From an optimization exercise on the open Yosys and OpenROAD flow, aimed at small area, a short achievable clock period and few clock cycles; shortcuts taken in it are not production practice. Function was not checked in any run shown here: the RTL went through the layout flow alone. Power and IR drop assume default switching activity.

### design.v
`default_nettype none
package hts_pkg;
    localparam int unsigned NUM_CORNERS = 8;
    localparam int unsigned NUM_MINS    = 6;
    localparam int unsigned MAX_TETS    = 6;
    localparam int unsigned TET_WIDTH   = 32;
    typedef logic [2:0] t_corner;
    typedef logic [2:0] t_tet_idx;
    typedef logic [1:0] t_nbits;
    typedef logic [2:0] t_diag;
    typedef enum logic [1:0] {
        ROT_NONE = 2'd0,
        ROT_120  = 2'd1,
        ROT_240  = 2'd2
    } t_rot;
    localparam t_tet_idx TET_LAST_FIVE = 3'd4;
    localparam t_tet_idx TET_LAST_SIX  = 3'd5;
    function automatic t_corner corner_perm(input t_corner r, input t_corner k);
        case ({r, k})
            6'd0: corner_perm = 3'd0; 6'd1: corner_perm = 3'd1; 6'd2: corner_perm = 3'd2; 6'd3: corner_perm = 3'd3;
            6'd4: corner_perm = 3'd4; 6'd5: corner_perm = 3'd5; 6'd6: corner_perm = 3'd6; 6'd7: corner_perm = 3'd7;
            6'd8: corner_perm = 3'd1; 6'd9: corner_perm = 3'd0; 6'd10: corner_perm = 3'd4; 6'd11: corner_perm = 3'd5;
            6'd12: corner_perm = 3'd2; 6'd13: corner_perm = 3'd3; 6'd14: corner_perm = 3'd7; 6'd15: corner_perm = 3'd6;
            6'd16: corner_perm = 3'd2; 6'd17: corner_perm = 3'd1; 6'd18: corner_perm = 3'd5; 6'd19: corner_perm = 3'd6;
            6'd20: corner_perm = 3'd3; 6'd21: corner_perm = 3'd0; 6'd22: corner_perm = 3'd4; 6'd23: corner_perm = 3'd7;
            6'd24: corner_perm = 3'd3; 6'd25: corner_perm = 3'd0; 6'd26: corner_perm = 3'd1; 6'd27: corner_perm = 3'd2;
            6'd28: corner_perm = 3'd7; 6'd29: corner_perm = 3'd4; 6'd30: corner_perm = 3'd5; 6'd31: corner_perm = 3'd6;
            6'd32: corner_perm = 3'd4; 6'd33: corner_perm = 3'd0; 6'd34: corner_perm = 3'd3; 6'd35: corner_perm = 3'd7;
            6'd36: corner_perm = 3'd5; 6'd37: corner_perm = 3'd1; 6'd38: corner_perm = 3'd2; 6'd39: corner_perm = 3'd6;
            6'd40: corner_perm = 3'd5; 6'd41: corner_perm = 3'd1; 6'd42: corner_perm = 3'd0; 6'd43: corner_perm = 3'd4;
            6'd44: corner_perm = 3'd6; 6'd45: corner_perm = 3'd2; 6'd46: corner_perm = 3'd3; 6'd47: corner_perm = 3'd7;
            6'd48: corner_perm = 3'd6; 6'd49: corner_perm = 3'd2; 6'd50: corner_perm = 3'd1; 6'd51: corner_perm = 3'd5;
            6'd52: corner_perm = 3'd7; 6'd53: corner_perm = 3'd3; 6'd54: corner_perm = 3'd0; 6'd55: corner_perm = 3'd4;
            6'd56: corner_perm = 3'd7; 6'd57: corner_perm = 3'd3; 6'd58: corner_perm = 3'd2; 6'd59: corner_perm = 3'd6;
            6'd60: corner_perm = 3'd4; 6'd61: corner_perm = 3'd0; 6'd62: corner_perm = 3'd1; 6'd63: corner_perm = 3'd5;
            default: corner_perm = 3'd0;
        endcase
    endfunction
    function automatic t_rot rot_of_bits(input t_diag bits);
        case (bits)
            3'd0: rot_of_bits = t_rot'(2'd0);
            3'd1: rot_of_bits = t_rot'(2'd1);
            3'd2: rot_of_bits = t_rot'(2'd2);
            3'd3: rot_of_bits = t_rot'(2'd0);
            3'd4: rot_of_bits = t_rot'(2'd0);
            3'd5: rot_of_bits = t_rot'(2'd2);
            3'd6: rot_of_bits = t_rot'(2'd1);
            3'd7: rot_of_bits = t_rot'(2'd0);
            default: rot_of_bits = t_rot'(2'd0);
        endcase
    endfunction
    function automatic t_corner split_tab(input t_nbits n, input t_tet_idx k, input logic [1:0] c);
        case ({n, k, c})
            7'd0: split_tab = 3'd0; 7'd1: split_tab = 3'd1; 7'd2: split_tab = 3'd2; 7'd3: split_tab = 3'd5;
            7'd4: split_tab = 3'd0; 7'd5: split_tab = 3'd2; 7'd6: split_tab = 3'd7; 7'd7: split_tab = 3'd5;
            7'd8: split_tab = 3'd0; 7'd9: split_tab = 3'd2; 7'd10: split_tab = 3'd3; 7'd11: split_tab = 3'd7;
            7'd12: split_tab = 3'd0; 7'd13: split_tab = 3'd5; 7'd14: split_tab = 3'd7; 7'd15: split_tab = 3'd4;
            7'd16: split_tab = 3'd2; 7'd17: split_tab = 3'd7; 7'd18: split_tab = 3'd5; 7'd19: split_tab = 3'd6;
            7'd20: split_tab = 3'd0; 7'd21: split_tab = 3'd0; 7'd22: split_tab = 3'd0; 7'd23: split_tab = 3'd0;
            7'd32: split_tab = 3'd0; 7'd33: split_tab = 3'd5; 7'd34: split_tab = 3'd7; 7'd35: split_tab = 3'd4;
            7'd36: split_tab = 3'd0; 7'd37: split_tab = 3'd1; 7'd38: split_tab = 3'd7; 7'd39: split_tab = 3'd5;
            7'd40: split_tab = 3'd1; 7'd41: split_tab = 3'd6; 7'd42: split_tab = 3'd7; 7'd43: split_tab = 3'd5;
            7'd44: split_tab = 3'd0; 7'd45: split_tab = 3'd7; 7'd46: split_tab = 3'd2; 7'd47: split_tab = 3'd3;
            7'd48: split_tab = 3'd0; 7'd49: split_tab = 3'd7; 7'd50: split_tab = 3'd1; 7'd51: split_tab = 3'd2;
            7'd52: split_tab = 3'd1; 7'd53: split_tab = 3'd7; 7'd54: split_tab = 3'd6; 7'd55: split_tab = 3'd2;
            7'd64: split_tab = 3'd0; 7'd65: split_tab = 3'd4; 7'd66: split_tab = 3'd5; 7'd67: split_tab = 3'd6;
            7'd68: split_tab = 3'd0; 7'd69: split_tab = 3'd3; 7'd70: split_tab = 3'd7; 7'd71: split_tab = 3'd6;
            7'd72: split_tab = 3'd0; 7'd73: split_tab = 3'd7; 7'd74: split_tab = 3'd4; 7'd75: split_tab = 3'd6;
            7'd76: split_tab = 3'd0; 7'd77: split_tab = 3'd1; 7'd78: split_tab = 3'd2; 7'd79: split_tab = 3'd5;
            7'd80: split_tab = 3'd0; 7'd81: split_tab = 3'd3; 7'd82: split_tab = 3'd6; 7'd83: split_tab = 3'd2;
            7'd84: split_tab = 3'd0; 7'd85: split_tab = 3'd6; 7'd86: split_tab = 3'd5; 7'd87: split_tab = 3'd2;
            7'd96: split_tab = 3'd0; 7'd97: split_tab = 3'd2; 7'd98: split_tab = 3'd3; 7'd99: split_tab = 3'd6;
            7'd100: split_tab = 3'd0; 7'd101: split_tab = 3'd3; 7'd102: split_tab = 3'd7; 7'd103: split_tab = 3'd6;
            7'd104: split_tab = 3'd0; 7'd105: split_tab = 3'd7; 7'd106: split_tab = 3'd4; 7'd107: split_tab = 3'd6;
            7'd108: split_tab = 3'd0; 7'd109: split_tab = 3'd5; 7'd110: split_tab = 3'd6; 7'd111: split_tab = 3'd4;
            7'd112: split_tab = 3'd1; 7'd113: split_tab = 3'd5; 7'd114: split_tab = 3'd6; 7'd115: split_tab = 3'd0;
            7'd116: split_tab = 3'd1; 7'd117: split_tab = 3'd6; 7'd118: split_tab = 3'd2; 7'd119: split_tab = 3'd0;
            default: split_tab = 3'd0;
        endcase
    endfunction
    function automatic t_corner rot_map(input t_rot rot, input t_corner l);
        case ({rot, l})
            5'b01_001: rot_map = 3'd4;
            5'b01_100: rot_map = 3'd3;
            5'b01_011: rot_map = 3'd1;
            5'b01_101: rot_map = 3'd7;
            5'b01_111: rot_map = 3'd2;
            5'b01_010: rot_map = 3'd5;
            5'b10_001: rot_map = 3'd3;
            5'b10_011: rot_map = 3'd4;
            5'b10_100: rot_map = 3'd1;
            5'b10_101: rot_map = 3'd2;
            5'b10_010: rot_map = 3'd7;
            5'b10_111: rot_map = 3'd5;
            default:   rot_map = l;
        endcase
    endfunction
endpackage
`default_nettype wire
`default_nettype none
module hexahedron_to_tetrahedra_split #(
    parameter int unsigned INDEX_WIDTH = 32
) (
    input  logic                          i_clk,
    input  logic                          i_rst_n,
    input  logic                          i_valid,
    output logic                          o_stall,
    input  logic [INDEX_WIDTH-1:0]        i_vertex_0,
    input  logic [INDEX_WIDTH-1:0]        i_vertex_1,
    input  logic [INDEX_WIDTH-1:0]        i_vertex_2,
    input  logic [INDEX_WIDTH-1:0]        i_vertex_3,
    input  logic [INDEX_WIDTH-1:0]        i_vertex_4,
    input  logic [INDEX_WIDTH-1:0]        i_vertex_5,
    input  logic [INDEX_WIDTH-1:0]        i_vertex_6,
    input  logic [INDEX_WIDTH-1:0]        i_vertex_7,
    output logic                          o_valid,
    input  logic                          i_stall,
    output logic [hts_pkg::TET_WIDTH-1:0] o_tet_a,
    output logic [hts_pkg::TET_WIDTH-1:0] o_tet_b,
    output logic [hts_pkg::TET_WIDTH-1:0] o_tet_c,
    output logic [hts_pkg::TET_WIDTH-1:0] o_tet_d,
    output logic                          o_last_of_run
);
    localparam int unsigned W  = INDEX_WIDTH;
    localparam int unsigned NB = W / 8;        
    logic [7:0][W-1:0] w_in_v;
    assign w_in_v[0] = i_vertex_0;
    assign w_in_v[1] = i_vertex_1;
    assign w_in_v[2] = i_vertex_2;
    assign w_in_v[3] = i_vertex_3;
    assign w_in_v[4] = i_vertex_4;
    assign w_in_v[5] = i_vertex_5;
    assign w_in_v[6] = i_vertex_6;
    assign w_in_v[7] = i_vertex_7;
    logic [2:0] r_cnt;                      
    logic       w_done;
    logic       w_first;
    logic [7:0][7:0] w_byte;
    assign w_done  = (r_cnt == 3'(NB));
    assign w_first = (r_cnt == 3'd0);
    always_comb begin
        for (int k = 0; k < 8; k++) begin
            w_byte[k] = w_in_v[k][8*r_cnt[1:0] +: 8];
        end
    end
    logic [7:0][7:0] r_gt;
    logic [7:0][7:0] r_eq;
    function automatic logic is_edge(input int i, input int j);
        case (i * 8 + j)
            1, 3, 4, 10, 13, 19, 22, 31, 37, 39, 46, 55: is_edge = 1'b1;
            default: is_edge = 1'b0;
        endcase
    endfunction
    always_ff @(posedge i_clk) begin
        if (!w_done) begin
            for (int i = 0; i < 8; i++) begin
                for (int j = i + 1; j < 8; j++) begin
                    r_gt[i][j] <= ({w_byte[j], 1'b0} < {w_byte[i], !w_first && r_gt[i][j]});
                    if (is_edge(i, j)) begin
                        r_eq[i][j] <= (w_byte[i] == w_byte[j]) && (w_first || r_eq[i][j]);
                    end
                end
            end
        end
    end
    logic [7:0]       w_win;                 
    logic [7:0][2:0]  w_dr;                  
    hts_pkg::t_corner w_r;
    hts_pkg::t_diag   w_bits;
    hts_pkg::t_nbits  w_n;
    hts_pkg::t_rot    w_rot;
    assign w_win[0] = !r_gt[0][1] && !r_gt[0][2] && !r_gt[0][3] && !r_gt[0][4] && !r_gt[0][5] && !r_gt[0][6] && !r_gt[0][7];
    assign w_dr[0][2] = (((!r_gt[1][2] && !r_eq[1][2]) || r_gt[2][6]) && ((!r_gt[1][5] && !r_eq[1][5]) || r_gt[5][6]));
    assign w_dr[0][1] = ((r_gt[2][3] || r_gt[2][6]) && ((!r_gt[3][7] && !r_eq[3][7]) || (!r_gt[6][7] && !r_eq[6][7])));
    assign w_dr[0][0] = (((!r_gt[4][5] && !r_eq[4][5]) || r_gt[5][6]) && ((!r_gt[4][7] && !r_eq[4][7]) || (!r_gt[6][7] && !r_eq[6][7])));
    assign w_win[1] = r_gt[0][1] && !r_gt[1][2] && !r_gt[1][3] && !r_gt[1][4] && !r_gt[1][5] && !r_gt[1][6] && !r_gt[1][7];
    assign w_dr[1][2] = (((!r_gt[0][4] && !r_eq[0][4]) || r_gt[4][7]) && ((!r_gt[0][3] && !r_eq[0][3]) || r_gt[3][7]));
    assign w_dr[1][1] = ((r_gt[4][5] || r_gt[4][7]) && ((!r_gt[5][6] && !r_eq[5][6]) || r_gt[6][7]));
    assign w_dr[1][0] = (((!r_gt[2][3] && !r_eq[2][3]) || r_gt[3][7]) && ((!r_gt[2][6] && !r_eq[2][6]) || r_gt[6][7]));
    assign w_win[2] = r_gt[0][2] && r_gt[1][2] && !r_gt[2][3] && !r_gt[2][4] && !r_gt[2][5] && !r_gt[2][6] && !r_gt[2][7];
    assign w_dr[2][2] = (((!r_gt[1][5] && !r_eq[1][5]) || (!r_gt[4][5] && !r_eq[4][5])) && (r_gt[0][1] || r_gt[0][4]));
    assign w_dr[2][1] = ((r_gt[5][6] || (!r_gt[4][5] && !r_eq[4][5])) && ((!r_gt[6][7] && !r_eq[6][7]) || (!r_gt[4][7] && !r_eq[4][7])));
    assign w_dr[2][0] = ((r_gt[0][3] || r_gt[0][4]) && ((!r_gt[3][7] && !r_eq[3][7]) || (!r_gt[4][7] && !r_eq[4][7])));
    assign w_win[3] = r_gt[0][3] && r_gt[1][3] && r_gt[2][3] && !r_gt[3][4] && !r_gt[3][5] && !r_gt[3][6] && !r_gt[3][7];
    assign w_dr[3][2] = (((!r_gt[0][1] && !r_eq[0][1]) || r_gt[1][5]) && ((!r_gt[0][4] && !r_eq[0][4]) || r_gt[4][5]));
    assign w_dr[3][1] = ((r_gt[1][2] || r_gt[1][5]) && ((!r_gt[2][6] && !r_eq[2][6]) || (!r_gt[5][6] && !r_eq[5][6])));
    assign w_dr[3][0] = ((r_gt[4][7] || r_gt[4][5]) && (r_gt[6][7] || (!r_gt[5][6] && !r_eq[5][6])));
    assign w_win[4] = r_gt[0][4] && r_gt[1][4] && r_gt[2][4] && r_gt[3][4] && !r_gt[4][5] && !r_gt[4][6] && !r_gt[4][7];
    assign w_dr[4][2] = (((!r_gt[0][3] && !r_eq[0][3]) || (!r_gt[2][3] && !r_eq[2][3])) && ((!r_gt[0][1] && !r_eq[0][1]) || r_gt[1][2]));
    assign w_dr[4][1] = ((r_gt[3][7] || (!r_gt[2][3] && !r_eq[2][3])) && (r_gt[6][7] || (!r_gt[2][6] && !r_eq[2][6])));
    assign w_dr[4][0] = ((r_gt[1][5] || r_gt[1][2]) && ((!r_gt[5][6] && !r_eq[5][6]) || (!r_gt[2][6] && !r_eq[2][6])));
    assign w_win[5] = r_gt[0][5] && r_gt[1][5] && r_gt[2][5] && r_gt[3][5] && r_gt[4][5] && !r_gt[5][6] && !r_gt[5][7];
    assign w_dr[5][2] = ((r_gt[0][1] || r_gt[0][3]) && ((!r_gt[1][2] && !r_eq[1][2]) || r_gt[2][3]));
    assign w_dr[5][1] = ((r_gt[0][4] || r_gt[0][3]) && ((!r_gt[4][7] && !r_eq[4][7]) || (!r_gt[3][7] && !r_eq[3][7])));
    assign w_dr[5][0] = ((r_gt[2][6] || r_gt[2][3]) && ((!r_gt[6][7] && !r_eq[6][7]) || (!r_gt[3][7] && !r_eq[3][7])));
    assign w_win[6] = r_gt[0][6] && r_gt[1][6] && r_gt[2][6] && r_gt[3][6] && r_gt[4][6] && r_gt[5][6] && !r_gt[6][7];
    assign w_dr[6][2] = ((r_gt[1][2] || (!r_gt[0][1] && !r_eq[0][1])) && ((!r_gt[2][3] && !r_eq[2][3]) || (!r_gt[0][3] && !r_eq[0][3])));
    assign w_dr[6][1] = ((r_gt[1][5] || (!r_gt[0][1] && !r_eq[0][1])) && (r_gt[4][5] || (!r_gt[0][4] && !r_eq[0][4])));
    assign w_dr[6][0] = ((r_gt[3][7] || (!r_gt[0][3] && !r_eq[0][3])) && (r_gt[4][7] || (!r_gt[0][4] && !r_eq[0][4])));
    assign w_win[7] = r_gt[0][7] && r_gt[1][7] && r_gt[2][7] && r_gt[3][7] && r_gt[4][7] && r_gt[5][7] && r_gt[6][7];
    assign w_dr[7][2] = ((r_gt[2][3] || (!r_gt[1][2] && !r_eq[1][2])) && (r_gt[0][3] || r_gt[0][1]));
    assign w_dr[7][1] = ((r_gt[2][6] || (!r_gt[1][2] && !r_eq[1][2])) && (r_gt[5][6] || (!r_gt[1][5] && !r_eq[1][5])));
    assign w_dr[7][0] = ((r_gt[0][4] || r_gt[0][1]) && ((!r_gt[4][5] && !r_eq[4][5]) || (!r_gt[1][5] && !r_eq[1][5])));
    always_comb begin
        w_r    = '0;
        w_bits = '0;
        for (int i = 0; i < 8; i++) begin
            if (w_win[i]) begin
                w_bits = w_bits | w_dr[i];
                w_r    = w_r | 3'(i);
            end
        end
        w_n   = {1'b0, w_bits[0]} + {1'b0, w_bits[1]} + {1'b0, w_bits[2]};
        w_rot = hts_pkg::rot_of_bits(w_bits);
    end
    logic [7:0][W-1:0]     r_v;
    logic                  r_vld;
    hts_pkg::t_tet_idx     r_k;
    hts_pkg::t_nbits       r_n;
    hts_pkg::t_rot         r_rot;
    hts_pkg::t_corner      r_r;
    logic                  r_last;
    logic [3:0][2:0]       r_sel;
    logic w_free;
    logic w_load;
    logic w_take;
    assign w_take  = r_vld && !i_stall;
    assign w_free  = !r_vld || (r_last && !i_stall);
    assign o_stall = !(w_done && w_free);
    assign w_load  = i_valid && w_done && w_free;
    hts_pkg::t_tet_idx s_k;
    hts_pkg::t_nbits   s_n;
    hts_pkg::t_rot     s_rot;
    hts_pkg::t_corner  s_r;
    logic [3:0][2:0]   s_sel;
    logic              s_last;
    always_comb begin
        if (w_load) begin
            s_k = '0; s_n = w_n; s_rot = w_rot; s_r = w_r;
        end else begin
            s_k = r_k + 3'd1; s_n = r_n; s_rot = r_rot; s_r = r_r;
        end
        for (int c = 0; c < 4; c++) begin
            s_sel[c] = hts_pkg::corner_perm(s_r,
                       hts_pkg::rot_map(s_rot, hts_pkg::split_tab(s_n, s_k, 2'(c))));
        end
        s_last = (s_k == ((s_n == 2'd0) ? hts_pkg::TET_LAST_FIVE : hts_pkg::TET_LAST_SIX));
    end
    always_ff @(posedge i_clk) begin
        if (!i_rst_n) begin
            r_vld <= 1'b0;
            r_cnt <= '0;
        end else begin
            if (w_load) begin
                r_vld <= 1'b1;
            end else if (w_take && r_last) begin
                r_vld <= 1'b0;
            end
            if (w_load) begin
                r_cnt <= '0;
            end else if (i_valid && !w_done) begin
                r_cnt <= r_cnt + 3'd1;
            end
        end
    end
    always_ff @(posedge i_clk) begin
        if (w_load) begin
            r_v   <= w_in_v;
            r_n   <= w_n;
            r_rot <= w_rot;
            r_r   <= w_r;
        end
        if (w_load || w_take) begin
            r_k    <= s_k;
            r_sel  <= s_sel;
            r_last <= s_last;
        end
    end
    assign o_valid       = r_vld;
    assign o_last_of_run = r_last;
    assign o_tet_a       = r_v[r_sel[0]];
    assign o_tet_b       = r_v[r_sel[1]];
    assign o_tet_c       = r_v[r_sel[2]];
    assign o_tet_d       = r_v[r_sel[3]];
endmodule
`default_nettype wire
### run.sh
#!/bin/bash
# synth_recipe.tcl (not shown) runs the flow's synth.tcl, then flattens the netlist and writes it again
# the make line also repeats each setting of config.mk as NAME=value (left out here)
make -C /OpenROAD-flow-scripts/flow DESIGN_CONFIG=/design/flow/config.mk WORK_HOME=/design/flow/orfs CLKGATE_MAP_FILE= SYNTH_SCRIPT=/design/flow/synth_recipe.tcl finish
### config.mk
export PLATFORM = sky130hd
export DESIGN_NAME = hexahedron_to_tetrahedra_split
export DESIGN_NICKNAME = hexahedron_to_tetrahedra_split
export VERILOG_FILES = /design/flow/design.v
export SDC_FILE = /design/flow/constraint.sdc
export NUM_CORES = 4
export LEC_CHECK = 0
export CAP_MARGIN = 20
export CORE_MARGIN = 2
export CORE_UTILIZATION = 40
export SLEW_MARGIN = 20
### constraint.sdc
create_clock -name core_clock -period 6.5 [get_ports {i_clk}]
set_input_delay 1.3000 -clock core_clock [delete_from_list [all_inputs] [get_ports {i_clk}]]
set_output_delay 1.3000 -clock core_clock [all_outputs]
set_load 0.01 [all_outputs]
==> run summary, run 1 <==
Status -> timing/DRC/antenna clean
Setup Crit Path Kind -> flop to flop
Final net count -> 2742
Via count -> 20280
Port bufs -> 390
Hold crit path type -> flop to flop
# IOs -> 391
CP Cell Sequence -> nor4b_1 -> and2_1 -> o221ai_1 -> nand4_1 -> fa_1 -> inv_1 -> a2111oi_0 -> a31oi_1 -> o21ai_0 -> nor3_1 -> nand2_1 -> a222oi_1 -> inv_1 -> ha_1 -> nor2_1 -> o21ai_0 -> o31ai_1 -> o21ai_0 -> nand3_1 -> a31oi_1
Highest clock rate -> 174.5 MHz
DIE WIDTH -> 260.4 um
Synth top cells by count -> 320 x mux4_2, 312 x edfxtp_1, 235 x ha_1
Residual DRC -> 0
WL final -> 103.2 mm
TNS Setup -> 0 ps
GRT busiest layer -> met2
H-tree levels -> 2
Post-synth top flop -> edfxtp_1
Worst Hold End -> r_rot[0]
Post-Syn Instances -> 1892
Leading area contributor after synthesis -> edfxtp_1
Starting density of the core -> 40.63%
Number of global-route vias before repair -> 19980
CTS buffer count -> 41
Slowest stage cell, crit path -> a222oi_1
YS warnings -> 1
RSZ-0062 raised after global routing -> no
Initial antenna violation count -> 12
Total track usage -> 30.13%
Worst vdd ir -> 0.0001550 V
DRT Pass-1 Iters -> 7
Layout area overhead -> 23.98%
Die Area -> 67780 um2
RR Endpoint -> r_sel[6]
R2R Path Start -> r_gt[37]
Reg2reg path depth -> 20
Hold Startpoint -> r_rot[0]
Clk sinks -> 323
Total power -> 6.974 mW
Final std cells w/o fill -> 3141
Gr ovfl total -> 0
Worst slew pin tran -> 1058 ps
Vias per Instance -> 6.457
TritonCTS clock tree -> done
CORE AREA -> 64700 um2
Startpoint types -> flop
Reg clk slew, reported paths -> 60 ps
Synth top area cells -> edfxtp_1 36%, mux4_2 27%, ha_1 11%
Ys async rst share -> 0%
Register area share after synthesis -> 36.48%
Setup Skew -> 18.47 ps
Post-DRT Antenna Nets -> 0
Dpl cells -> 3057
Worst EP arrival -> 6040 ps
Final setup fails -> 0
M1 GR Usage -> 40.74%
Max-slew violations -> 0
Hold_buf cts -> 0
Layout cells sized above 1 -> 24.81%
Chip height -> 260.4 um
FF+latch count, synth -> 323
EDFF count, synth -> 312
Site Rows -> 93
Setup crit end kind -> flop
# Max-Cap Violations -> 0
Clock Latency Late Sink -> 570 ps
Worst hold slack -> 482.3 ps
Avg WL per Cell -> 32.84 um
Mapped Area -> 26290 um2
GR Util met3 -> 6.070%
Hold-critical path depth -> 2
Root Buffer -> clkbuf_16
Crit-path max cell delay -> 660 ps
Fin util -> 50.38%
Final Hold Fails -> 0
Slew HR -> 29.47%
Met2 Usage GRT -> 50.55%
Synth top area share -> 35.64%
Tcrit/Tclk final -> 88.15%
LEAKAGE -> 11.77 nW
Syn avg cell area -> 13.89 um2
Post-CTS Setup Inserts -> 0
Top-count cell post-synth -> mux4_2
CP required -> 6810 ps
Post-CTS sizing -> 0
Pin count of the biggest net entering global routing -> 81
GPL Wtd Cong -> 0.9656
Crit Path Max Fanout -> 7
Unique cell type count in the Yosys netlist -> 79
Worst-case clock buffer depth -> 3
Initial DRC count -> 2007
Power Dens Cells -> 214.0 nW/um2
Synthesized net count -> 2388
Register-to-register setup slack -> 770 ps
Detailed Place HPWL -> 77.16 mm
Min Tclk post-route -> 5730 ps
First-pass GRT wire length -> 146.2 mm
Cell mode on critical path -> o21ai_0
## cells in the final DEF (no fill, tap or decap), types with 8 or more instances in the layout
| cell | instances |
|---|---|
| buf_4 | 32 |
| clkbuf_16 | 43 |
| a21o_1 | 27 |
| nor2b_1 | 33 |
| xnor2_1 | 10 |
| nand2b_1 | 44 |
| o22ai_1 | 13 |
| diode_2 | 9 |
| mux2_2 | 130 |
| nand3_1 | 21 |
| mux4_2 | 320 |
| dfxtp_1 | 9 |
| nor2_1 | 53 |
| clkdlybuf4s50_1 | 390 |
| o21ai_0 | 66 |
| nor3_1 | 17 |
| o21a_1 | 47 |
| o21bai_1 | 8 |
| a21boi_0 | 22 |
| ha_1 | 235 |
| nand4_1 | 36 |
| mux2i_1 | 13 |
| o211a_1 | 11 |
| a31oi_1 | 9 |
| a21oi_1 | 90 |
| nand2_1 | 52 |
| and3_1 | 10 |
| edfxtp_1 | 312 |
| clkinv_1 | 9 |
| inv_1 | 74 |
## routing by layer
metal | up-vias | wire [um]
li1 | 8588 | -
met1 | 10470 | 41430
met2 | 1072 | 50400
met3 | 142 | 9235
met4 | 14 | 1990
met5 | - | 92
## stage by stage
step           setup WS, ps  cell area (um2)
2_1_floorplan         537.7            26290
3_3_place_gp          925.2            31140
3_5_place_dp          827.7            31140
4_1_cts               792.0            32540
5_1_grt               356.0            32580
6_report              770.5            32590
## cell families after synthesis
| family | Yosys count | synth area share [%] |
|---|---|---|
| DFF | 323 | 36.48 |
| AOI/OAI and AO/OA | 350 | 8.844 |
| and+or+nand+nor | 312 | 6.630 |
| muxes | 464 | 33.54 |
| xor gates and xnor gates | 15 | 0.4997 |
| adders and majority gates | 236 | 11.26 |
| buffers and inverters | 192 | 2.751 |
## power by group
part / internal, mW / leakage, nW / total, mW / switching [mW]
clock: 1.48 / 0.677 / 2.41 / 0.932
sequential: 2.39 / 2.97 / 2.53 / 0.135
combinational: 0.870 / 8.12 / 2.03 / 1.16
total: 4.75 / 11.8 / 6.97 / 2.23
## flip-flops by register name, summed over array words and instances (netlist names)
register,flops
r_v,256
r_gt,28
r_eq,12
r_sel,12
r_cnt,3
r_k,3
r_r,3
r_n,2
r_rot,2
r_last,1
r_vld,1
## worst max-delay path by stage
| stage | from | endpoint | cells after the start |
|---|---|---|---|
| 3_3_place_gp | r_gt[37] | r_sel[6] | 20 |
| 2_1_floorplan | i_stall | r_sel[6] | 15 |
| 4_1_cts | r_gt[37] | r_sel[6] | 20 |
| 6_report | r_gt[37] | r_sel[6] | 20 |
| 3_5_place_dp | r_gt[37] | r_sel[6] | 20 |
| 5_1_grt | r_gt[22] | r_sel[3] | 20 |
## worst max-delay path, delay by kind of cell, from the launching register on
kind	cells	cell delay [ps]
compound gates	9	2020
simple gates	7	1940
fa+ha+maj	2	760
flops	1	500
buf+inv	2	250
## final cells by class
type	instances	area, um2
fill	5514	32100
multi-input combinational	1377	15980
sequential	323	9597
timing repair buffer	426	4232
clock buffer	50	1102
tap	855	1070
clock inverter	24	297.8
inverter	77	296.5
antenna	9	22.52
==> inputs of run 2 (changes only) <==
--- a/design.v
+++ b/design.v
@@ -132,15 +132,14 @@
     assign w_in_v[5] = i_vertex_5;
     assign w_in_v[6] = i_vertex_6;
     assign w_in_v[7] = i_vertex_7;
-    logic [2:0] r_cnt;                      
-    logic       w_done;
+    logic [1:0] r_cnt;                      
+    logic       r_done;                     
     logic       w_first;
     logic [7:0][7:0] w_byte;
-    assign w_done  = (r_cnt == 3'(NB));
-    assign w_first = (r_cnt == 3'd0);
+    assign w_first = (r_cnt == 2'd0);
     always_comb begin
         for (int k = 0; k < 8; k++) begin
-            w_byte[k] = w_in_v[k][8*r_cnt[1:0] +: 8];
+            w_byte[k] = w_in_v[k][8*r_cnt +: 8];
         end
     end
     logic [7:0][7:0] r_gt;
@@ -152,7 +151,7 @@
         endcase
     endfunction
     always_ff @(posedge i_clk) begin
-        if (!w_done) begin
+        if (!r_done) begin
             for (int i = 0; i < 8; i++) begin
                 for (int j = i + 1; j < 8; j++) begin
                     r_gt[i][j] <= ({w_byte[j], 1'b0} < {w_byte[i], !w_first && r_gt[i][j]});
@@ -167,8 +166,6 @@
     logic [7:0][2:0]  w_dr;                  
     hts_pkg::t_corner w_r;
     hts_pkg::t_diag   w_bits;
-    hts_pkg::t_nbits  w_n;
-    hts_pkg::t_rot    w_rot;
     assign w_win[0] = !r_gt[0][1] && !r_gt[0][2] && !r_gt[0][3] && !r_gt[0][4] && !r_gt[0][5] && !r_gt[0][6] && !r_gt[0][7];
     assign w_dr[0][2] = (((!r_gt[1][2] && !r_eq[1][2]) || r_gt[2][6]) && ((!r_gt[1][5] && !r_eq[1][5]) || r_gt[5][6]));
     assign w_dr[0][1] = ((r_gt[2][3] || r_gt[2][6]) && ((!r_gt[3][7] && !r_eq[3][7]) || (!r_gt[6][7] && !r_eq[6][7])));
@@ -201,55 +198,60 @@
     assign w_dr[7][2] = ((r_gt[2][3] || (!r_gt[1][2] && !r_eq[1][2])) && (r_gt[0][3] || r_gt[0][1]));
     assign w_dr[7][1] = ((r_gt[2][6] || (!r_gt[1][2] && !r_eq[1][2])) && (r_gt[5][6] || (!r_gt[1][5] && !r_eq[1][5])));
     assign w_dr[7][0] = ((r_gt[0][4] || r_gt[0][1]) && ((!r_gt[4][5] && !r_eq[4][5]) || (!r_gt[1][5] && !r_eq[1][5])));
+    logic [3:0][7:0] w_sel0;
     always_comb begin
         w_r    = '0;
         w_bits = '0;
+        w_sel0 = '0;
         for (int i = 0; i < 8; i++) begin
             if (w_win[i]) begin
                 w_bits = w_bits | w_dr[i];
                 w_r    = w_r | 3'(i);
             end
-        end
-        w_n   = {1'b0, w_bits[0]} + {1'b0, w_bits[1]} + {1'b0, w_bits[2]};
-        w_rot = hts_pkg::rot_of_bits(w_bits);
+            for (int c = 0; c < 4; c++) begin
+                w_sel0[c] = w_sel0[c] | ({8{w_win[i]}} & (8'b1 << hts_pkg::corner_perm(3'(i),
+                    hts_pkg::rot_map(hts_pkg::rot_of_bits(w_dr[i]),
+                        hts_pkg::split_tab(hts_pkg::t_nbits'({1'b0, w_dr[i][0]} + {1'b0, w_dr[i][1]} + {1'b0, w_dr[i][2]}),
+                                           3'd0, 2'(c))))));
+            end
+        end
     end
     logic [7:0][W-1:0]     r_v;
     logic                  r_vld;
     hts_pkg::t_tet_idx     r_k;
-    hts_pkg::t_nbits       r_n;
-    hts_pkg::t_rot         r_rot;
+    hts_pkg::t_diag        r_bits;
     hts_pkg::t_corner      r_r;
     logic                  r_last;
-    logic [3:0][2:0]       r_sel;
+    logic [3:0][7:0]       r_sel;                  
     logic w_free;
     logic w_load;
     logic w_take;
+    logic w_start;
     assign w_take  = r_vld && !i_stall;
+    assign w_start = !r_vld || r_last;             
     assign w_free  = !r_vld || (r_last && !i_stall);
-    assign o_stall = !(w_done && w_free);
-    assign w_load  = i_valid && w_done && w_free;
+    assign o_stall = !(r_done && w_free);
+    assign w_load  = i_valid && r_done && w_free;
     hts_pkg::t_tet_idx s_k;
     hts_pkg::t_nbits   s_n;
     hts_pkg::t_rot     s_rot;
-    hts_pkg::t_corner  s_r;
-    logic [3:0][2:0]   s_sel;
+    logic [3:0][7:0]   s_sel;
     logic              s_last;
     always_comb begin
-        if (w_load) begin
-            s_k = '0; s_n = w_n; s_rot = w_rot; s_r = w_r;
-        end else begin
-            s_k = r_k + 3'd1; s_n = r_n; s_rot = r_rot; s_r = r_r;
-        end
+        s_k   = r_k + 3'd1;
+        s_n   = {1'b0, r_bits[0]} + {1'b0, r_bits[1]} + {1'b0, r_bits[2]};
+        s_rot = hts_pkg::rot_of_bits(r_bits);
         for (int c = 0; c < 4; c++) begin
-            s_sel[c] = hts_pkg::corner_perm(s_r,
+            s_sel[c] = 8'b1 << hts_pkg::corner_perm(r_r,
                        hts_pkg::rot_map(s_rot, hts_pkg::split_tab(s_n, s_k, 2'(c))));
         end
         s_last = (s_k == ((s_n == 2'd0) ? hts_pkg::TET_LAST_FIVE : hts_pkg::TET_LAST_SIX));
     end
     always_ff @(posedge i_clk) begin
         if (!i_rst_n) begin
-            r_vld <= 1'b0;
-            r_cnt <= '0;
+            r_vld  <= 1'b0;
+            r_cnt  <= '0;
+            r_done <= 1'b0;
         end else begin
             if (w_load) begin
                 r_vld <= 1'b1;
@@ -257,30 +259,46 @@
                 r_vld <= 1'b0;
             end
             if (w_load) begin
-                r_cnt <= '0;
-            end else if (i_valid && !w_done) begin
-                r_cnt <= r_cnt + 3'd1;
+                r_cnt  <= '0;
+                r_done <= 1'b0;
+            end else if (i_valid && !r_done) begin
+                r_cnt  <= r_cnt + 2'd1;
+                r_done <= (r_cnt == 2'(NB - 1));
             end
         end
     end
     always_ff @(posedge i_clk) begin
-        if (w_load) begin
-            r_v   <= w_in_v;
-            r_n   <= w_n;
-            r_rot <= w_rot;
-            r_r   <= w_r;
+        if (r_done && w_free) begin
+            r_v    <= w_in_v;
+            r_bits <= w_bits;
+            r_r    <= w_r;
         end
         if (w_load || w_take) begin
-            r_k    <= s_k;
-            r_sel  <= s_sel;
-            r_last <= s_last;
+            if (w_start) begin
+                r_k    <= '0;
+                r_sel  <= w_sel0;
+                r_last <= 1'b0;
+            end else begin
+                r_k    <= s_k;
+                r_sel  <= s_sel;
+                r_last <= s_last;
+            end
+        end
+    end
+    logic [3:0][W-1:0] w_tet;
+    always_comb begin
+        w_tet = '0;
+        for (int c = 0; c < 4; c++) begin
+            for (int k = 0; k < 8; k++) begin
+                w_tet[c] = w_tet[c] | (r_v[k] & {W{r_sel[c][k]}});
+            end
         end
     end
     assign o_valid       = r_vld;
     assign o_last_of_run = r_last;
-    assign o_tet_a       = r_v[r_sel[0]];
-    assign o_tet_b       = r_v[r_sel[1]];
-    assign o_tet_c       = r_v[r_sel[2]];
-    assign o_tet_d       = r_v[r_sel[3]];
+    assign o_tet_a       = w_tet[0];
+    assign o_tet_b       = w_tet[1];
+    assign o_tet_c       = w_tet[2];
+    assign o_tet_d       = w_tet[3];
 endmodule
 `default_nettype wire
==> run 2 against run 1 <==
Against the previous run: count of clock-buffer cells in the layout down 1; area after synthesis up 19%; cell area up 16%; cell count up 48%; critical path type unchanged.
==> run summary, run 2 <==
Post-DRT Antenna Nets -> 0 (unchanged)
Via count -> 32900 (+62%)
DRT Pass-1 Iters -> 10 (+3)
Worst slew pin tran -> 1302 ps (+244.0 ps)
Initial antenna violation count -> 31 (+19)
Comb power frac -> 60.2% (+31 points)
Total track usage -> 37.00% (+6.9 points)
Vias per Instance -> 7.067 (+9.4%)
Clk sinks -> 344 (+6.5%)
Reg clk slew, reported paths -> 60 ps (about the same)
Final setup fails -> 0 (unchanged)
Commonest non-fill, non-tap cell in the layout -> a22oi_1
EDFF count, synth -> 338 (+8.3%)
TNS Setup -> 0 ps (unchanged)
Final Hold Fails -> 0 (unchanged)
Max reg flops -> 256 (unchanged)
Worst-case clock buffer depth -> 3 (unchanged)
Pin count of the biggest net entering global routing -> 111 (+37%)
FF+latch count, synth -> 344 (+6.5%)
Power Dens Cells -> 348.0 nW/um2 (+63%)
Root Buffer -> clkbuf_16
Mapped Area -> 31370 um2 (+19%)
Fillers -> 7277 (+32%)
Clock Latency Late Sink -> 590 ps (+20 ps)
Gr ovfl total -> 0 (unchanged)
Sw Pwr -> 6.424 mW (+190%)
CTS buffer count -> 43 (+4.9%)
First-pass GRT wire length -> 219.7 mm (+50%)
Starting density of the core -> 40.43% (-0.21 points)
Residual DRC -> 0 (unchanged)
Post-Syn Instances -> 3242 (+71%)
Synth top cells by count -> 528 x a22oi_1, 358 x ha_1, 338 x edfxtp_1
Avg WL per Cell -> 33.46 um (+1.9%)
Final net count -> 4185 (+53%)
Leading area contributor after synthesis -> edfxtp_1
Post-synth top flop -> edfxtp_1
Crit Path Max Fanout -> 14 (+7)
TritonCTS clock tree -> done
Unique cell type count in the Yosys netlist -> 93 (+18%)
Post-CTS Setup Inserts -> 0 (unchanged)
LEAKAGE -> 14.46 nW (+23%)
Setup crit end kind -> flop
# Max-Cap Violations -> 0 (unchanged)
CP required -> 6820 ps (about the same)
Worst hold slack -> 628.2 ps (+145.9 ps)
Reg with most FFs -> r_v
Switch share -> 48.66% (+17 points)
Status -> timing/DRC/antenna clean
DIE WIDTH -> 284.0 um (+9.1%)
Layout cells sized above 1 -> 6.765% (-18 points)
WL final -> 155.7 mm (+51%)
Layout area overhead -> 20.93%
P_int -> 6.778 mW (+43%)
Register share of total power -> 20.3% (-16 points)
Ys async rst share -> 0% (unchanged)
Detailed Place HPWL -> 112.9 mm (+46%)
Worst EP arrival -> 5800 ps (-240 ps)
Worst vdd ir -> 0.0003806 V (+150%)
Synth top area share -> 32.36% (-3.3 points)
Register area share after synthesis -> 32.74% (-3.7 points)
Clock Power Share -> 19.5% (-15 points)
CORE AREA -> 77590 um2 (+20%)
GPL Wtd Cong -> 1.013 (+4.9%)
Synthesized net count -> 3869 (+62%)
Startpoint types -> flop
Top-count cell post-synth -> a22oi_1
Chip height -> 284.0 um (+9.1%)
Syn avg cell area -> 9.675 um2 (-30%)
Register-to-register setup slack -> 1020 ps (+250 ps)
Number of global-route vias before repair -> 30280 (+52%)
Max-slew violations -> 0 (unchanged)
Setup Crit Path Kind -> flop to flop
Hold_buf cts -> 0 (unchanged)
Port bufs -> 390 (unchanged)
Die Area -> 80680 um2 (+19%)
# IOs -> 391 (unchanged)
Initial DRC count -> 6185 (+210%)
Min Tclk post-route -> 5484 ps (-245.4 ps)
H-tree levels -> 2 (unchanged)
Synth top area cells -> edfxtp_1 32%, ha_1 14%, a22oi_1 13%
Site Rows -> 102 (+9.7%)
DP Area -> 36380 um2 (+17%)
Commonest cells after routing, fill and taps aside -> 528 x a22oi_1, 390 x clkdlybuf4s50_1, 358 x ha_1
Post-CTS sizing -> 0 (unchanged)
Biggest regs -> r_v (256), r_sel (32), r_gt (28)
Slew HR -> 13.21% (-16 points)
Highest clock rate -> 182.3 MHz (+4.5%)
Cell area after layout -> 37930 um2 (+16%)
YS warnings -> 1 (unchanged)
Hold crit path type -> flop to flop
RSZ-0062 raised after global routing -> no
Tcrit/Tclk final -> 84.37% (-3.8 points)
Setup Skew -> 38.62 ps (+20.15 ps)
run 2: changes by cell type in the layout (fill, tap and decap cells not counted), moves of 79 or more:
cell,before,now
ha_1,235,358
a21oi_1,90,169
nor2_1,53,170
mux4_2,320,64
inv_1,74,159
nand4_1,36,144
nand2_1,52,152
mux2_2,130,6
a22oi_1,2,528
run 2: area by class of cell:
cell class | count | area [um2] | share of cell area (%)
multi-input combinational | 2550 | 19780 | 52.14
sequential | 344 | 10280 | 27.09
timing repair buffer | 455 | 4439 | 11.70
tap | 1040 | 1301 | 3.430
clock buffer | 49 | 1099 | 2.896
inverter | 164 | 619.3 | 1.633
clock inverter | 30 | 362.8 | 0.9565
antenna | 23 | 57.56 | 0.1517
run 2: routing by layer:
metal	share of wire [%]	vias up	GRT usage, %	routed length, um
met1	38	15700	49.27	59120
met2	41	2901	53.25	64530
met5	0.044	-	0	68
met3	15	600	14.05	23710
met4	5.3	10	16.13	8319
li1	-	13690	-	-
run 2: worst max-delay path, stage by stage (launching register included):
cell,delay (ps)
edfxtp_1,500
o22a_1,330
nor2_1,120
buf_4,200
inv_1,90
fa_1,650
inv_1,230
ha_1,350
nand2b_1,200
o221ai_1,200
o21ai_0,150
o311a_1,140
a21oi_1,550
inv_1,150
ha_1,250
o21ai_0,370
nor2b_1,80
a221oi_1,300
o311a_1,240
o22ai_1,80
run 2: power groups by stage:
stage | sequential, mW | clock (mW) | combinational (mW)
detailed placement | 2.72 | 0 | 7.67
finish | 2.68 | 2.57 | 7.95
CTS | 2.67 | 2.57 | 7.72
global placement | 2.72 | 0 | 7.66
floorplan | 2.63 | 0 | 5.34
global route | 2.69 | 2.66 | 8.68
run 2: cells by family (layout without fill, tap and decap cells):
kind of cell,count (synthesis),in the layout,synth area share (%)
other,0,23,0
buffers and inverters,348,698,4.256
AO/OA/AOI/OAI,1234,1234,28.01
XOR/XNOR,18,18,0.5744
adder cells (fa/ha/maj),368,368,14.89
flip-flops,344,344,32.74
multiplexers,104,104,5.895
AND/OR/NAND/NOR,826,826,13.64
run 2: final timing paths:
path,from,end,cells after the start
max,r_gt[19],r_sel[9],19
min,r_vld,r_vld,2
max reg2reg,r_gt[19],r_sel[9],19
min reg2reg,r_vld,r_vld,2
run 2: metrics by stage:
step	total power [mW]	setup slack [ps]	instances	utilization [%]
6_report	13.20	1016	4655	48.89
3_5_place_dp	10.39	1160	4551	46.89
5_1_grt	14.02	638.6	4652	48.88
2_1_floorplan	7.962	113.5	3242	-
4_1_cts	12.97	1123	4630	48.77
3_3_place_gp	10.37	1214	4550	46.87
==> inputs of run 3 (changes only) <==
--- a/design.v
+++ b/design.v
@@ -95,6 +95,36 @@
             default:   rot_map = l;
         endcase
     endfunction
+    function automatic logic [1:0] cmp8(input logic [7:0] a, input logic [7:0] b);
+        logic [7:0] l0, g0;
+        logic [3:0] l1, g1;
+        logic [1:0] l2, g2;
+        l0 = ~a & b;
+        g0 = a & ~b;
+        for (int i = 0; i < 4; i++) begin
+            l1[i] = l0[2*i+1] | (~g0[2*i+1] & l0[2*i]);
+            g1[i] = g0[2*i+1] | (~l0[2*i+1] & g0[2*i]);
+        end
+        for (int i = 0; i < 2; i++) begin
+            l2[i] = l1[2*i+1] | (~g1[2*i+1] & l1[2*i]);
+            g2[i] = g1[2*i+1] | (~l1[2*i+1] & g1[2*i]);
+        end
+        cmp8[1] = l2[1] | (~g2[1] & l2[0]);
+        cmp8[0] = g2[1] | (~l2[1] & g2[0]);
+    endfunction
+    function automatic t_nbits nbits(input t_diag d);
+        case (d)
+            3'b000:                 nbits = 2'd0;
+            3'b001, 3'b010, 3'b100: nbits = 2'd1;
+            3'b011, 3'b101, 3'b110: nbits = 2'd2;
+            default:                nbits = 2'd3;
+        endcase
+    endfunction
+    function automatic logic [7:0] onehot(input t_corner c);
+        for (int i = 0; i < 8; i++) begin
+            onehot[i] = (c == 3'(i));
+        end
+    endfunction
 endpackage
 `default_nettype wire
 `default_nettype none
@@ -150,13 +180,22 @@
             default: is_edge = 1'b0;
         endcase
     endfunction
+    logic [7:0][7:0][1:0] w_cmp;
+    always_comb begin
+        w_cmp = '0;
+        for (int i = 0; i < 8; i++) begin
+            for (int j = i + 1; j < 8; j++) begin
+                w_cmp[i][j] = hts_pkg::cmp8(w_byte[j], w_byte[i]);
+            end
+        end
+    end
     always_ff @(posedge i_clk) begin
         if (!r_done) begin
             for (int i = 0; i < 8; i++) begin
                 for (int j = i + 1; j < 8; j++) begin
-                    r_gt[i][j] <= ({w_byte[j], 1'b0} < {w_byte[i], !w_first && r_gt[i][j]});
+                    r_gt[i][j] <= w_cmp[i][j][1] || (!w_cmp[i][j][0] && !w_first && r_gt[i][j]);
                     if (is_edge(i, j)) begin
-                        r_eq[i][j] <= (w_byte[i] == w_byte[j]) && (w_first || r_eq[i][j]);
+                        r_eq[i][j] <= !w_cmp[i][j][1] && !w_cmp[i][j][0] && (w_first || r_eq[i][j]);
                     end
                 end
             end
@@ -209,9 +248,9 @@
                 w_r    = w_r | 3'(i);
             end
             for (int c = 0; c < 4; c++) begin
-                w_sel0[c] = w_sel0[c] | ({8{w_win[i]}} & (8'b1 << hts_pkg::corner_perm(3'(i),
+                w_sel0[c] = w_sel0[c] | ({8{w_win[i]}} & hts_pkg::onehot(hts_pkg::corner_perm(3'(i),
                     hts_pkg::rot_map(hts_pkg::rot_of_bits(w_dr[i]),
-                        hts_pkg::split_tab(hts_pkg::t_nbits'({1'b0, w_dr[i][0]} + {1'b0, w_dr[i][1]} + {1'b0, w_dr[i][2]}),
+                        hts_pkg::split_tab(hts_pkg::nbits(w_dr[i]),
                                            3'd0, 2'(c))))));
             end
         end
@@ -239,11 +278,11 @@
     logic              s_last;
     always_comb begin
         s_k   = r_k + 3'd1;
-        s_n   = {1'b0, r_bits[0]} + {1'b0, r_bits[1]} + {1'b0, r_bits[2]};
+        s_n   = hts_pkg::nbits(r_bits);
         s_rot = hts_pkg::rot_of_bits(r_bits);
         for (int c = 0; c < 4; c++) begin
-            s_sel[c] = 8'b1 << hts_pkg::corner_perm(r_r,
-                       hts_pkg::rot_map(s_rot, hts_pkg::split_tab(s_n, s_k, 2'(c))));
+            s_sel[c] = hts_pkg::onehot(hts_pkg::corner_perm(r_r,
+                       hts_pkg::rot_map(s_rot, hts_pkg::split_tab(s_n, s_k, 2'(c)))));
         end
         s_last = (s_k == ((s_n == 2'd0) ? hts_pkg::TET_LAST_FIVE : hts_pkg::TET_LAST_SIX));
     end
--- a/config.mk
+++ b/config.mk
@@ -5,7 +5,9 @@
 export SDC_FILE = /design/flow/constraint.sdc
 export NUM_CORES = 4
 export LEC_CHECK = 0
+export ABC_CLOCK_PERIOD_IN_PS = 3500
 export CAP_MARGIN = 20
 export CORE_MARGIN = 2
 export CORE_UTILIZATION = 40
+export SETUP_SLACK_MARGIN = 2.0
 export SLEW_MARGIN = 20
==> run 3 against run 2 <==
Against the previous run: still clean; non-clock buffer count is 110 higher; worst hold slack worse by 4.3 ps; synthesized cell count is 6.6% higher; cell count is 5.3% higher; cell area is 2.6% higher; register-to-register slack better by 1000 ps; via count is 5.8% higher; largest power group unchanged; highest routed layer unchanged.
==> run summary, run 3 <==
Status -> timing/DRC/antenna clean
Crit Path Max Fanout -> 17 (+3)
GPL Wtd Cong -> 1.038 (+2.5%)
Gr ovfl total -> 0 (unchanged)
Startpoint types -> flop
EDFF count, synth -> 338 (unchanged)
Worst-case clock buffer depth -> 3 (unchanged)
Commonest non-fill, non-tap cell in the layout -> a22oi_1
Number of global-route vias before repair -> 31070 (+2.6%)
Layout cells sized above 1 -> 12.91% (+6.1 points)
RSZ-0062 raised after global routing -> yes
Worst slew pin tran -> 1335 ps (+33.29 ps)
Synthesized net count -> 3854 (-0.39%)
Compound-Gate Fraction of Synth Area -> 29.73% (+1.7 points)
Post-synth top flop -> edfxtp_1
Pin count of the biggest net entering global routing -> 90 (-19%)
Power Dens Cells -> 400.0 nW/um2 (+15%)
Final Hold Fails -> 0 (unchanged)
Initial antenna violation count -> 31 (unchanged)
Register area share after synthesis -> 33.18% (+0.44 points)
TNS Setup -> 0 ps (unchanged)
WL final -> 161.9 mm (+3.9%)
Die Area -> 79630 um2 (-1.3%)
Via count -> 34800 (+5.8%)
Synth top area cells -> edfxtp_1 33%, a22oi_1 13%, ha_1 5.2%
Chip height -> 282.2 um (-0.65%)
Mapped Area -> 30950 um2 (-1.3%)
Final net count -> 4206 (+0.50%)
Register-to-register setup slack -> 2020 ps (+1000 ps)
CTS buffer count -> 42 (-2.3%)
Starting density of the core -> 40.16% (-0.27 points)
FF+latch count, synth -> 344 (unchanged)
CP required -> 5200 ps (-1620 ps)
Residual DRC -> 0 (unchanged)
Setup Crit Path Kind -> flop to primary output
Reg with most FFs -> r_v
Post-Synth Adder-Cell Area -> 10.39% (-4.5 points)
Max-slew violations -> 0 (unchanged)
Post-DRT Antenna Nets -> 0 (unchanged)
Synth Area in XOR/XNOR -> 0.5255% (-0.049 points)
Dpl cells -> 4699 (+3.3%)
Final std cells w/o fill -> 4903 (+5.3%)
Highest clock rate -> 213.5 MHz (+17%)
CORE AREA -> 77080 um2 (-0.66%)
Synth top area share -> 32.79% (+0.43 points)
Port bufs -> 390 (unchanged)
Clock Latency Late Sink -> 580 ps (about the same)
First-pass GRT wire length -> 221.8 mm (+0.95%)
Simple-Gate Fraction of Synth Area -> 15.34% (+1.7 points)
Worst EP arrival -> 3380 ps (-2420 ps)
Setup crit end kind -> primary output
Top-count cell post-synth -> a22oi_1
Worst vdd ir -> 0.0004560 V (+20%)
# Max-Cap Violations -> 0 (unchanged)
DRT Pass-1 Iters -> 10 (unchanged)
Syn avg cell area -> 8.954 um2 (-7.5%)
Initial DRC count -> 6696 (+8.3%)
Slew HR -> 10.99% (-2.2 points)
Avg WL per Cell -> 33.01 um (-1.3%)
Reg clk slew, reported paths -> 60 ps (about the same)
Multiplexer area fraction after synthesis -> 6.002% (+0.11 points)
Ys async rst share -> 0% (unchanged)
Site Rows -> 102 (unchanged)
Synth top cells by count -> 531 x a22oi_1, 338 x edfxtp_1, 275 x nand2_1
Main combinational cell family by area after synthesis -> compound AO/OA/AOI/OAI gates
TritonCTS clock tree -> done
Clk sinks -> 344 (unchanged)
Unique cell type count in the Yosys netlist -> 97 (+4.3%)
Max reg flops -> 256 (unchanged)
Final setup fails -> 0 (unchanged)
Min Tclk post-route -> 4683 ps (-801.3 ps)
Layout area overhead -> 25.68%
Fin util -> 50.47% (+1.6 points)
Post-Syn Instances -> 3457 (+6.6%)
Setup Skew -> 14.89 ps (-23.73 ps)
LEAKAGE -> 13.39 nW (-7.4%)
# IOs -> 391 (unchanged)
DIE WIDTH -> 282.2 um (-0.65%)
YS warnings -> 1 (unchanged)
Total track usage -> 38.10% (+1.1 points)
Root Buffer -> clkbuf_16
Commonest cells after routing, fill and taps aside -> 531 x a22oi_1, 382 x clkdlybuf4s50_1, 338 x edfxtp_1
Tcrit/Tclk final -> 72.04% (-12 points)
Hold crit path type -> flop to flop
Vias per Instance -> 7.097 (+0.42%)
Leading area contributor after synthesis -> edfxtp_1
Biggest regs -> r_v (256), r_sel (32), r_gt (28)
Fillers -> 7204 (-1.0%)
H-tree levels -> 2 (unchanged)
Detailed Place HPWL -> 111.1 mm (-1.6%)
[run 3: kinds of logic (layout without fill, tap and decap cells)]
family                   Yosys count  in the layout
AO/OA/AOI/OAI                   1345           1345
XOR/XNOR                          17             17
adder cells (fa/ha/maj)          278            278
buffers and inverters            372            757
flip-flops                       344            344
multiplexers                     156            156
other                              0             21
AND/OR/NAND/NOR                  945            945
[run 3: cell type report]
cell class	instances	area (um2)	area share [%]
multi-input cells	2741	20030	51.49
flip-flops and latches	344	10280	26.42
repair buffers	565	5440	13.98
well taps	1040	1301	3.345
clock buffers	53	1156	2.972
inverters	115	479.2	1.232
clock inverters	24	167.7	0.4310
diodes	21	52.55	0.1351
[run 3: stage by stage]
stage | hold slack, ps | area (um2) | worst slack (ps) | power (mW)
5_1_grt | 622.7 | 38880 | 1922 | 16.41
3_3_place_gp | 586.4 | 35770 | 1324 | 11.13
6_report | 623.9 | 38900 | 1817 | 15.56
4_1_cts | 610.6 | 37720 | 1985 | 14.04
3_5_place_dp | 600.0 | 35770 | 1322 | 11.15
2_1_floorplan | 529.0 | 31090 | 432.9 | 8.704
[run 3: report_power, final]
group          internal, mW  leakage [nW]  switching, mW
clock                  1.34         0.636           1.02
combinational          4.07          9.54           6.42
sequential             2.55          3.22          0.162
[run 3: worst paths after layout]
check,startpoint,to,cells after the start
worst max register to register,r_gt[22],r_sel[20],23
worst max-delay path,r_sel[28],o_tet_d[8],4
worst min register to register,r_done,r_done,2
worst min-delay path,r_done,r_done,2
[run 3: critical path, cell delays in order, from the launching register on]
cell             delay [ps]
edfxtp_1               1220
buf_4                   540
a22oi_1                 140
nand4_1                 270
clkdlybuf4s50_1         630
[run 3: repair_timing]
item | CTS | global route
setup endpoints to repair | 26 | 28
cloned | 0 | 1
hold buffers | 0 | 0
gates resized for setup | 72 | 157
buffers inserted | 48 | 56
pin swaps | 14 | 40
[run 3: per-layer routing]
layer	routed length [um]	part of all wire (%)	vias up	track usage (%)
met4	11030	6.8	24	20.50
li1	-	-	14460	-
met2	65400	40	3107	53.75
met1	58930	36	16410	49.28
met3	26370	16	797	15.77
met5	131	0.081	-	0

## separate check: timing with driven ports
The flow's constraints put no driver on any port. The routed layouts listed below were extracted and timed again, unchanged, in two steps. Step 1, drivers: a clkbuf_16 drives i_clk and a buf_2 each remaining input, both assumed. Step 2 times the ports against the registers' clock, not the clock port: input delays grow and output delays shrink by t, the midpoint of the rising clock arrivals with the driver on. a / b / c = ideal ports / drivers / drivers and shift; a / b = the first two.
run	t (ns)	setup slack, ns	latest minus earliest clock arrival (ns)	worst data-port slew with drivers (ns)
run 1	0.622	0.770 / 0.770 / 0.770	0.025 / 0.026	0.15
run 2	0.655	1.016 / 1.016 / 1.016	0.059 / 0.058	0.17
run 3	0.639	1.817 / 1.755 / 1.442	0.021 / 0.021	0.18
After both steps every run listed still meets setup and hold. The setup slack of run 3, which loses most, moves by -0.062 ns with the drivers and by -0.375 ns with both steps.
